Source: an optimization exercise on an open RTL-to-GDS flow (aim: small area). Production flows keep margins and buffers that such runs may drop.
In this exercise RTL edits were held to simulation tests only and were not proved equivalent to the original.
Power is estimated from default activity; no workload was simulated.

build 27:
## color_mapper_top
module color_mapper_top (
	input  logic        pixel_clk,
	input  logic        arst_n,
	input  logic        blank,
	input  logic        start,
	input  logic        over,
	input  logic        play,
	input  logic [9:0]  draw_x,
	input  logic [9:0]  draw_y,
	input  logic [2:0]  tile,
	input  logic [99:0] bullets,
	input  logic [19:0] enemy_bullet,
	input  logic [39:0] enemy,
	input  logic        enemy_alive,
	input  logic [39:0] player,
	input  logic [1:0]  lives,
	output logic [7:0]  red,
	output logic [7:0]  green,
	output logic [7:0]  blue
);
	localparam logic [3:0] C_BLACK  = 4'd0;
	localparam logic [3:0] C_WHITE  = 4'd1;
	localparam logic [3:0] C_RED    = 4'd2;
	localparam logic [3:0] C_ENEMY  = 4'd3;
	localparam logic [3:0] C_PLAYER = 4'd4;
	localparam logic [3:0] C_LIFE   = 4'd5;
	localparam logic [3:0] C_START  = 4'd6;
	localparam logic [3:0] C_BANNER = 4'd7;
	function automatic logic [10:0] nsum(input logic [9:0] a, input logic [9:0] b);
		logic w;
		w = 1'b0;
		for (int i = 0; i < 10; i++) begin
			nsum[i] = ~(a[i] ^ b[i] ^ w);
			w = (~a[i] & b[i]) | (w & ~(a[i] ^ b[i]));
		end
		nsum[10] = w;
	endfunction
	function automatic logic [2:0] near2(input logic [10:0] s);
		logic hi1, hi0;
		hi1 = ~s[10] & (&s[9:2]);    
		hi0 = s[10] & ~(|s[9:2]);    
		near2[2] = hi1 & (s[1:0] == 2'b11);
		near2[1] = (hi1 & (s[1:0] == 2'b10)) | (hi0 & (s[1:0] == 2'b00));
		near2[0] = (hi1 & (s[1:0] == 2'b01)) | (hi0 & (s[1:0] == 2'b01));
	endfunction
	function automatic logic in_circle(input logic [9:0] nx, input logic [9:0] ny, input logic [19:0] p);
		logic [2:0] ax, ay;
		ax = near2(nsum(nx, p[19:10]));
		ay = near2(nsum(ny, p[9:0]));
		in_circle = (ax[2] & (|ay)) | (ax[1] & (ay[2] | ay[1])) | (ax[0] & ay[2]);
	endfunction
	function automatic logic absle(input logic [9:0] na, input logic [9:0] b, input logic [9:0] h);
		logic [10:0] s;
		logic r;
		s = nsum(na, b);
		r = ~s[10];
		for (int i = 0; i < 10; i++) begin
			logic v;
			v = s[i] ^ ~s[10];
			r = (~v & h[i]) | (~v & r) | (h[i] & r);
		end
		absle = r;
	endfunction
  ...
Size in the first run: roughly 510 cells after synthesis, roughly 12 flip-flops, ~260 I/O pins, roughly 5500 um2 of cells after synthesis.
export LEC_CHECK = 0
export ABC_AREA = 1
export CAP_MARGIN = 20
export CORE_MARGIN = 2
export CORE_UTILIZATION = 40
export CTS_BUF_LIST = sky130_fd_sc_hd__clkbuf_4
export CTS_CLUSTER_DIAMETER = 300
export CTS_CLUSTER_SIZE = 30
export PLACE_DENSITY = 0.6
export SLEW_MARGIN = 20
create_clock -name core_clock -period 15.0 [get_ports {pixel_clk}]
standard.sh (not shown) runs the stock make flow with config.mk's settings and CLKGATE_MAP_FILE= SYNTH_SCRIPT=/design/flow/synth_recipe.tcl, a recipe that flattens the netlist after the stock synthesis.
==> flow/flow/run.sh <==
#!/bin/bash
# Layout flow: the standard ORFS flow (standard.sh) with three changes.
#  1. Yosys 'synth' runs with -noabc, so the RTL's gate-level ripple adders reach extract_fa
#     as written (no pre-mapping by 'abc -fast' that scrambles their polarity).
#  2. The final ABC technology mapping uses abc_map.script (area-oriented &nf mapping)
#     instead of ORFS's abc_area.script. Everything else in synthesis (no fsm/share passes,
#     flatten, renaming of function nets, register mapping) is the standard flow's synthesis unchanged.
#  3. Port buffers use sky130_fd_sc_hd__buf_1.
# Tool output: standard.log here, and ORFS's own logs under orfs/logs.
set -euo pipefail
HERE=$PWD
python3 - "$FLOW_HOME/scripts/synth.tcl" "$HERE/my_synth_core.tcl" "$HERE/flow/abc_map.script" <<'PY'
import sys
src, dst, script = sys.argv[1:4]
s = open(src).read()
old = "  log_cmd abc {*}$abc_args\n"
assert s.count(old) == 1
s = s.replace(old, "  set abc_args [lreplace $abc_args 1 1 %s]\n" % script + old)
open(dst, "w").write(s)
PY
sed -e 's/yosys synth -nofsm -noshare {\*}\$args/yosys synth -nofsm -noshare -noabc {*}$args/' \
    -e "s#source \$::env(SCRIPTS_DIR)/synth.tcl#source $HERE/my_synth_core.tcl#" synth_recipe.tcl > my_synth.tcl
grep -q -- '-noabc' my_synth.tcl
grep -q 'my_synth_core.tcl' my_synth.tcl
sed "s#SYNTH_SCRIPT=[^ ]*#SYNTH_SCRIPT=$HERE/my_synth.tcl#" standard.sh > my_standard.sh
grep -q 'my_synth.tcl' my_standard.sh
export BUFFER_PORTS_ARGS="-buffer_cell sky130_fd_sc_hd__buf_1"
bash my_standard.sh > standard.log 2>&1
==> flow/flow/abc_map.script <==
strash
&get -n
&deepsyn -T 60
&dch -f
&nf -R 1000
&put
strash
&get -n
&dch -f
&nf -R 1000
&put
topo
> inputs changed (build 27 -> build 59)
Settings: CTS_CLUSTER_SIZE: 30 -> unset; CTS_CLUSTER_DIAMETER: 300 -> unset; CTS_BUF_LIST: sky130_fd_sc_hd__clkbuf_4 -> sky130_fd_sc_hd__clkbuf_2.
==> flow/flow/abc_map.script <==
strash
&get -n
&dch -f
&nf -R 1000
&put
topo
stime -c
buffer -c
upsize -c
dnsize -c
Any difference in number of detailed-routing iterations run before antenna repair between build 27 and build 59 is small enough to ignore. From build 27 to build 59 the numbers moved as follows: power of the clock network now sits lower; count of standard-cell rows increased 1. Routed wire in build 59 totals more than in build 27. Max routability congestion estimate from global placement across build 27 and build 59: build 59. Higher final cell count goes to build 59 over build 27. NOTE: via count in build 59 exceeds that of build 27. Side by side, multi-input logic area turned out higher in build 59 than in build 27. The lower number of signal-net inverters in the final layout came out of build 59. Comparing fraction of the yosys area taken by sequential cells for build 27 and build 59, the smaller number came from build 59. | worst hold slack | build 59 vs build 27 | better |.
Modified inputs, build 28 compared to build 59
Settings: CTS_BUF_LIST removed (was sky130_fd_sc_hd__clkbuf_2).
==> flow/flow/run.sh <==
#!/bin/bash
set -euo pipefail
sed 's/yosys synth -nofsm -noshare {\*}\$args/yosys synth -nofsm -noshare -noabc {*}$args/' synth_recipe.tcl > my_synth.tcl
grep -q -- '-noabc' my_synth.tcl
sed "s#SYNTH_SCRIPT=[^ ]*#SYNTH_SCRIPT=$PWD/my_synth.tcl#" standard.sh > my_standard.sh
grep -q 'my_synth.tcl' my_standard.sh
export BUFFER_PORTS_ARGS="-buffer_cell sky130_fd_sc_hd__buf_1"
bash my_standard.sh > standard.log 2>&1
removed: flow/flow/abc_map.script
Findings:
[compare] base=build 59 new=build 28: aggregate routed wire length saw little to no change, area occupied by multi-input gates saw an increase.
Build 28 gives less layout cell share with drive strength beyond 1 than build 59 did.
Build 59 vs build 28, worst setup path endpoint: code_q1[1] vs code_q1[2]
[compare] base=build 59 new=build 28: combinational power rose by about 3%, detailed placer's ending HPWL rose by 1.1%, area of the core rose by 650 um2.

* * *

color_mapper_top, a different RTL version from the one above (not shown whole).
Size: about 630 cells after synthesis, ~0.0063 mm2 of cells after synthesis.
Settings: LEC_CHECK=0, CAP_MARGIN=20, CORE_MARGIN=2, CORE_UTILIZATION=40, PLACE_DENSITY=0.6, SLEW_MARGIN=20; clock period 15.0 ns.
run.sh (not shown) runs the stock make flow with config.mk's settings and CLKGATE_MAP_FILE= SYNTH_SCRIPT=/design/flow/synth_recipe.tcl, a recipe that flattens the netlist after the stock synthesis.
Stock flow here: none of the scripts above is used.
The baseline went through all stages and came out clean.
==> next run, changes <==
==> flow/flow/run.sh (new file) <==
#!/bin/bash
set -o pipefail
cp standard.sh standard_copy.txt
export BUFFER_PORTS_ARGS="-buffer_cell sky130_fd_sc_hd__buf_1"
bash standard.sh > standard.log 2>&1
==> flow/standard.sh (new file) <==
#!/bin/bash
# synth_recipe.tcl (not shown) runs the flow's synth.tcl, then flattens the netlist and writes it again
# the make line also repeats each setting of config.mk as NAME=value (left out here)
make -C /OpenROAD-flow-scripts/flow DESIGN_CONFIG=/design/flow/config.mk WORK_HOME=/design/flow/orfs CLKGATE_MAP_FILE= SYNTH_SCRIPT=/design/flow/synth_recipe.tcl "${@:-finish}"
ABC_AREA = 1   (was unset)
removed: flow/run.sh
After rerunning: The changed run produced a clean layout. Utilization is lower by 11 points. Cell count is higher by a few percent. Final area is lower by about a fifth. Count of clock-buffer cells in the layout is lower by 1. Area after synthesis is lower by a few percent.
==> next run, changes <==
==> flow/flow/run.sh (replaced) <==
#!/bin/bash
set -euo pipefail
sed 's/yosys synth -nofsm -noshare {\*}\$args/yosys synth -nofsm -noshare -noabc {*}$args/' synth_recipe.tcl > my_synth.tcl
grep -q -- '-noabc' my_synth.tcl
sed "s#SYNTH_SCRIPT=[^ ]*#SYNTH_SCRIPT=$PWD/my_synth.tcl#" standard.sh > my_standard.sh
grep -q 'my_synth.tcl' my_standard.sh
export BUFFER_PORTS_ARGS="-buffer_cell sky130_fd_sc_hd__buf_1"
bash my_standard.sh > standard.log 2>&1
Effect:
- utilization increases by 0.23 points
- global-route usage decreases by 0.32 points
- final cell count increases by about a fifth
- total power increases by a few percent

* * *

run 1:
The RTL this note starts from:
==> flow/design.v <==
module color_mapper_top (
	input  logic        pixel_clk,
	input  logic        arst_n,
	input  logic        blank,
	input  logic        start,
	input  logic        over,
	input  logic        play,
	input  logic [9:0]  draw_x,
	input  logic [9:0]  draw_y,
	input  logic [2:0]  tile,
	input  logic [99:0] bullets,
	input  logic [19:0] enemy_bullet,
	input  logic [39:0] enemy,
	input  logic        enemy_alive,
	input  logic [39:0] player,
	input  logic [1:0]  lives,
	output logic [7:0]  red,
	output logic [7:0]  green,
	output logic [7:0]  blue
);
	localparam logic [3:0] C_BLACK  = 4'd0;
	localparam logic [3:0] C_WHITE  = 4'd1;
	localparam logic [3:0] C_RED    = 4'd2;
	localparam logic [3:0] C_ENEMY  = 4'd3;
	localparam logic [3:0] C_PLAYER = 4'd4;
	localparam logic [3:0] C_LIFE   = 4'd5;
	localparam logic [3:0] C_START  = 4'd6;
	localparam logic [3:0] C_BANNER = 4'd7;
	function automatic logic [10:0] nsum(input logic [9:0] a, input logic [9:0] b);
		logic w;
		w = 1'b0;
		for (int i = 0; i < 10; i++) begin
			nsum[i] = ~(a[i] ^ b[i] ^ w);
			w = (~a[i] & b[i]) | (w & ~(a[i] ^ b[i]));
		end
		nsum[10] = w;
	endfunction
	function automatic logic [2:0] near2(input logic [10:0] s);
		logic hi1, hi0;
		hi1 = ~s[10] & (&s[9:2]);    
		hi0 = s[10] & ~(|s[9:2]);    
		near2[2] = hi1 & (s[1:0] == 2'b11);
		near2[1] = (hi1 & (s[1:0] == 2'b10)) | (hi0 & (s[1:0] == 2'b00));
		near2[0] = (hi1 & (s[1:0] == 2'b01)) | (hi0 & (s[1:0] == 2'b01));
	endfunction
	function automatic logic in_circle(input logic [9:0] nx, input logic [9:0] ny, input logic [19:0] p);
		logic [2:0] ax, ay;
		ax = near2(nsum(nx, p[19:10]));
		ay = near2(nsum(ny, p[9:0]));
		in_circle = (ax[2] & (|ay)) | (ax[1] & (ay[2] | ay[1])) | (ax[0] & ay[2]);
	endfunction
	function automatic logic absle(input logic [9:0] na, input logic [9:0] b, input logic [9:0] h);
		logic [10:0] s;
		logic r;
		s = nsum(na, b);
		r = ~s[10];
		for (int i = 0; i < 10; i++) begin
			logic v;
			v = s[i] ^ ~s[10];
			r = (~v & h[i]) | (~v & r) | (h[i] & r);
		end
		absle = r;
	endfunction
	function automatic logic in_box(input logic [9:0] nx, input logic [9:0] ny, input logic [39:0] b);
		in_box = absle(nx, b[39:30], b[19:10]) & absle(ny, b[29:20], b[9:0]);
	endfunction
	logic [9:0] nx, ny;
	logic       hit_pb, hit_eb, hit_en, hit_pl, hit_life, border, banner;
	logic       ly, l1, l2, l3;
	logic [3:0] code_d, code_q1, code_q2, code_q3;
	assign nx = draw_x;
	assign ny = draw_y;
	always_comb begin
		hit_pb = 1'b0;
		for (int i = 0; i < 5; i++) hit_pb = hit_pb | in_circle(nx, ny, bullets[20*i +: 20]);
	end
	assign hit_eb = in_circle(nx, ny, enemy_bullet);
	assign hit_en = enemy_alive & in_box(nx, ny, enemy);
	assign hit_pl = in_box(nx, ny, player);
	assign ly = (draw_y >= 10'd15) && (draw_y <= 10'd25);
	assign l1 = (draw_x >= 10'd15) && (draw_x <= 10'd25) && (lives != 2'd3);
	assign l2 = (draw_x >= 10'd35) && (draw_x <= 10'd45) && !lives[1];
	assign l3 = (draw_x >= 10'd55) && (draw_x <= 10'd65) && (lives == 2'd0);
	assign hit_life = ly & (l1 | l2 | l3);
	assign border = (draw_x <= 10'd10);
	assign banner = (draw_x >= 10'd270) && (draw_x <= 10'd370) && (draw_y >= 10'd150) && (draw_y <= 10'd225);
	always_comb begin
		if (!blank)         code_d = C_BLACK;
		else if (start)     code_d = border ? C_BLACK : C_START;
		else if (over)      code_d = banner ? C_BANNER : C_BLACK;
		else if (play) begin
			if (hit_life)      code_d = C_LIFE;
			else if (hit_pl)   code_d = C_PLAYER;
			else if (hit_en)   code_d = C_ENEMY;
			else if (hit_eb)   code_d = C_RED;
			else if (hit_pb)   code_d = C_WHITE;
			else               code_d = {1'b1, tile};
		end else            code_d = C_BLACK;
	end
	always_ff @(posedge pixel_clk or negedge arst_n) begin
		if (!arst_n) begin
			code_q1 <= C_BLACK;
			code_q2 <= C_BLACK;
			code_q3 <= C_BLACK;
		end else begin
			code_q1 <= code_d;
			code_q2 <= code_q1;
			code_q3 <= code_q2;
		end
	end
	logic [23:0] rgb;
	always_comb begin
		case (code_q3)
			C_WHITE:  rgb = 24'hffffff;
			C_RED:    rgb = 24'hff0000;
			C_ENEMY:  rgb = 24'hd08020;
			C_PLAYER: rgb = 24'h2060ff;
			C_LIFE:   rgb = 24'hffc040;
			C_START:  rgb = 24'h181860;
			C_BANNER: rgb = 24'hc02020;
			4'b1000:  rgb = 24'h4090f0;
			4'b1001:  rgb = 24'h1040c0;
			4'b1010:  rgb = 24'h30a030;
			4'b1011:  rgb = 24'h807060;
			4'b1100:  rgb = 24'h704018;
			4'b1101:  rgb = 24'h207020;
			default:  rgb = 24'h000000;
		endcase
	end
	assign red   = rgb[23:16];
	assign green = rgb[15:8];
	assign blue  = rgb[7:0];
endmodule
==> flow/config.mk <==
export PLATFORM = sky130hd
export DESIGN_NAME = color_mapper_top
export DESIGN_NICKNAME = color_mapper_top
export VERILOG_FILES = /design/flow/design.v
export SDC_FILE = /design/flow/constraint.sdc
export NUM_CORES = 4
export LEC_CHECK = 0
export ABC_AREA = 1
export CAP_MARGIN = 20
export CORE_MARGIN = 2
export CORE_UTILIZATION = 40
export CTS_BUF_LIST = sky130_fd_sc_hd__clkbuf_4
export PLACE_DENSITY = 0.6
export SLEW_MARGIN = 20
==> flow/constraint.sdc <==
create_clock -name core_clock -period 15.0 [get_ports {pixel_clk}]
set_input_delay 3.0000 -clock core_clock [delete_from_list [all_inputs] [get_ports {pixel_clk}]]
set_output_delay 3.0000 -clock core_clock [all_outputs]
set_load 0.01 [all_outputs]
standard.sh (not shown) runs the stock make flow with config.mk's settings and CLKGATE_MAP_FILE= SYNTH_SCRIPT=/design/flow/synth_recipe.tcl, a recipe that flattens the netlist after the stock synthesis.
==> flow/flow/run.sh <==
#!/bin/bash
# Layout flow: the standard ORFS flow (standard.sh) with three changes.
#  1. Yosys 'synth' runs with -noabc, so the RTL's gate-level ripple adders reach extract_fa
#     as written (no pre-mapping by 'abc -fast' that scrambles their polarity).
#  2. The final ABC technology mapping uses abc_map.script (area-oriented &nf mapping)
#     instead of ORFS's abc_area.script. Everything else in synthesis (no fsm/share passes,
#     flatten, renaming of function nets, register mapping) is the standard flow's synthesis unchanged.
#  3. Port buffers use sky130_fd_sc_hd__buf_1.
# Tool output: standard.log here, and ORFS's own logs under orfs/logs.
set -euo pipefail
HERE=$PWD
python3 - "$FLOW_HOME/scripts/synth.tcl" "$HERE/my_synth_core.tcl" "$HERE/flow/abc_map.script" <<'PY'
import sys
src, dst, script = sys.argv[1:4]
s = open(src).read()
old = "  log_cmd abc {*}$abc_args\n"
assert s.count(old) == 1
s = s.replace(old, "  set abc_args [lreplace $abc_args 1 1 %s]\n" % script + old)
open(dst, "w").write(s)
PY
sed -e 's/yosys synth -nofsm -noshare {\*}\$args/yosys synth -nofsm -noshare -noabc {*}$args/' \
    -e "s#source \$::env(SCRIPTS_DIR)/synth.tcl#source $HERE/my_synth_core.tcl#" synth_recipe.tcl > my_synth.tcl
grep -q -- '-noabc' my_synth.tcl
grep -q 'my_synth_core.tcl' my_synth.tcl
sed "s#SYNTH_SCRIPT=[^ ]*#SYNTH_SCRIPT=$HERE/my_synth.tcl#" standard.sh > my_standard.sh
grep -q 'my_synth.tcl' my_standard.sh
export BUFFER_PORTS_ARGS="-buffer_cell sky130_fd_sc_hd__buf_1"
bash my_standard.sh > standard.log 2>&1
==> flow/flow/abc_map.script <==
strash
&get -n
&deepsyn -T 60
&dch -f
&nf -R 1000
&put
strash
&get -n
&dch -f
&nf -R 1000
&put
topo
Run 1 reached the end of the flow, and the finished layout is clean on the timing, DRC and antenna checks.
What run 2 does differently from run 1 at the input level:
-- flow/flow/run.sh --
<<< run 1, line 9
>>> run 2, line 9
#  4. Clock tree synthesis without sink clustering or dummy loads (the design has 12 registers).
<<< run 1, line 28
>>> run 2, line 29
export CTS_ARGS="-buf_list sky130_fd_sc_hd__clkbuf_8 -root_buf sky130_fd_sc_hd__clkbuf_8 -distance_between_buffers 500 -dont_use_dummy_load -repair_clock_nets"
Findings:
Status: utilization parity (run 1, run 2). Against run 1, run 2 reports a power that is higher. Run 2 and run 1 ended up with nearly the same global-route wire length before repair. Delta (run 2 minus run 1): final cycle utilization of the critical path went up, combinational cell fraction of total power went down.
diff inputs: run 2 => run 3
-- flow/flow/run.sh --
<<< run 2, line 29
export CTS_ARGS="-buf_list sky130_fd_sc_hd__clkbuf_8 -root_buf sky130_fd_sc_hd__clkbuf_8 -distance_between_buffers 500 -dont_use_dummy_load -repair_clock_nets"
>>> run 3, line 29
export CTS_ARGS="-buf_list sky130_fd_sc_hd__clkbuf_4 -root_buf sky130_fd_sc_hd__clkbuf_4 -sink_clustering_enable -sink_clustering_size 30 -sink_clustering_max_diameter 500 -dont_use_dummy_load -repair_clock_nets"
Results
- Reported for run 3 and run 2, met2 layer usage reported by global route turned out identical to the last digit.
- Delta (run 3 minus run 2): non-clock buffering overhead in the final layout held; core utilization held.
- Re sequential fraction of design power: run 2 was lower than run 3.
- Against run 2, run 3 reports a maximum VDD drop that is lower.
- Summary: setup slack, run 3 better than run 2
- Global-route wire length before repair delta (run 2 -> run 3): insignificant
- In run 3 the worst slew slack as a fraction of its limit turned out 0.87 points higher than in run 2.
- Compared with run 2, run 3 improves power.
Relative to run 3, the following input files were edited for run 4:
-- flow/flow/run.sh --
<<< run 3, line 29
export CTS_ARGS="-buf_list sky130_fd_sc_hd__clkbuf_4 -root_buf sky130_fd_sc_hd__clkbuf_4 -sink_clustering_enable -sink_clustering_size 30 -sink_clustering_max_diameter 500 -dont_use_dummy_load -repair_clock_nets"
>>> run 4, line 29
export CTS_ARGS="-buf_list sky130_fd_sc_hd__clkbuf_4 -root_buf sky130_fd_sc_hd__clkbuf_4 -dont_use_dummy_load -repair_clock_nets"
### Flow results
Run 4 ran to completion and came out clean on the timing, DRC and antenna checks.
Going from run 3 to run 4, power essentially unchanged; maximum vdd ir drop did not really move; first-pass GRT wire length has remained practically unchanged.
Global-route usage over all layers: run 3 vs run 4 identical

[afterwards: timing with drivers on the ports]
How much do the figures lean on ideal ports? The routed layouts below were timed once more, with nothing changed but the port constraints.
Step 1: set_driving_cell puts a clkbuf_16 on pixel_clk and a buf_2 on each other input, an assumption about the parent block.
Step 2 moves the port delays by t, midway between the first and last clock arrival at a register: inputs arrive t later, outputs are due t later. That takes back most of the time a late clock gives input paths.
Three values: ideal, step 1, step 2; two values: the first two.
| run | t, ns | setup WS [ns] | worst slew at a driven data input, ns |
|---|---|---|---|
| build 27 | 0.288 | 5.386 / 5.385 / 5.097 | 0.06 |
| build 59 | 0.284 | 5.031 / 4.994 / 4.710 | 0.06 |
| build 28 | 0.267 | 6.187 / 6.192 / 5.926 | 0.07 |
| the first run of note 2 | 0.267 | 5.725 / 5.728 / 5.462 | 0.08 |
| the second run of note 2 | 0.260 | 6.590 / 6.573 / 6.313 | 0.06 |
| the third run of note 2 | 0.263 | 6.120 / 6.105 / 5.843 | 0.06 |
| run 1 | 0.288 | 5.386 / 5.385 / 5.097 | 0.06 |
| run 2 | 0.258 | 5.332 / 5.333 / 5.075 | 0.06 |
| run 3 | 0.284 | 5.389 / 5.389 / 5.105 | 0.06 |
| run 4 | 0.284 | 5.389 / 5.389 / 5.105 | 0.06 |
After both steps setup and hold are still met in every run listed. The setup slack of build 59, which loses most, moves by -0.037 ns with the drivers and by -0.321 ns with both steps.
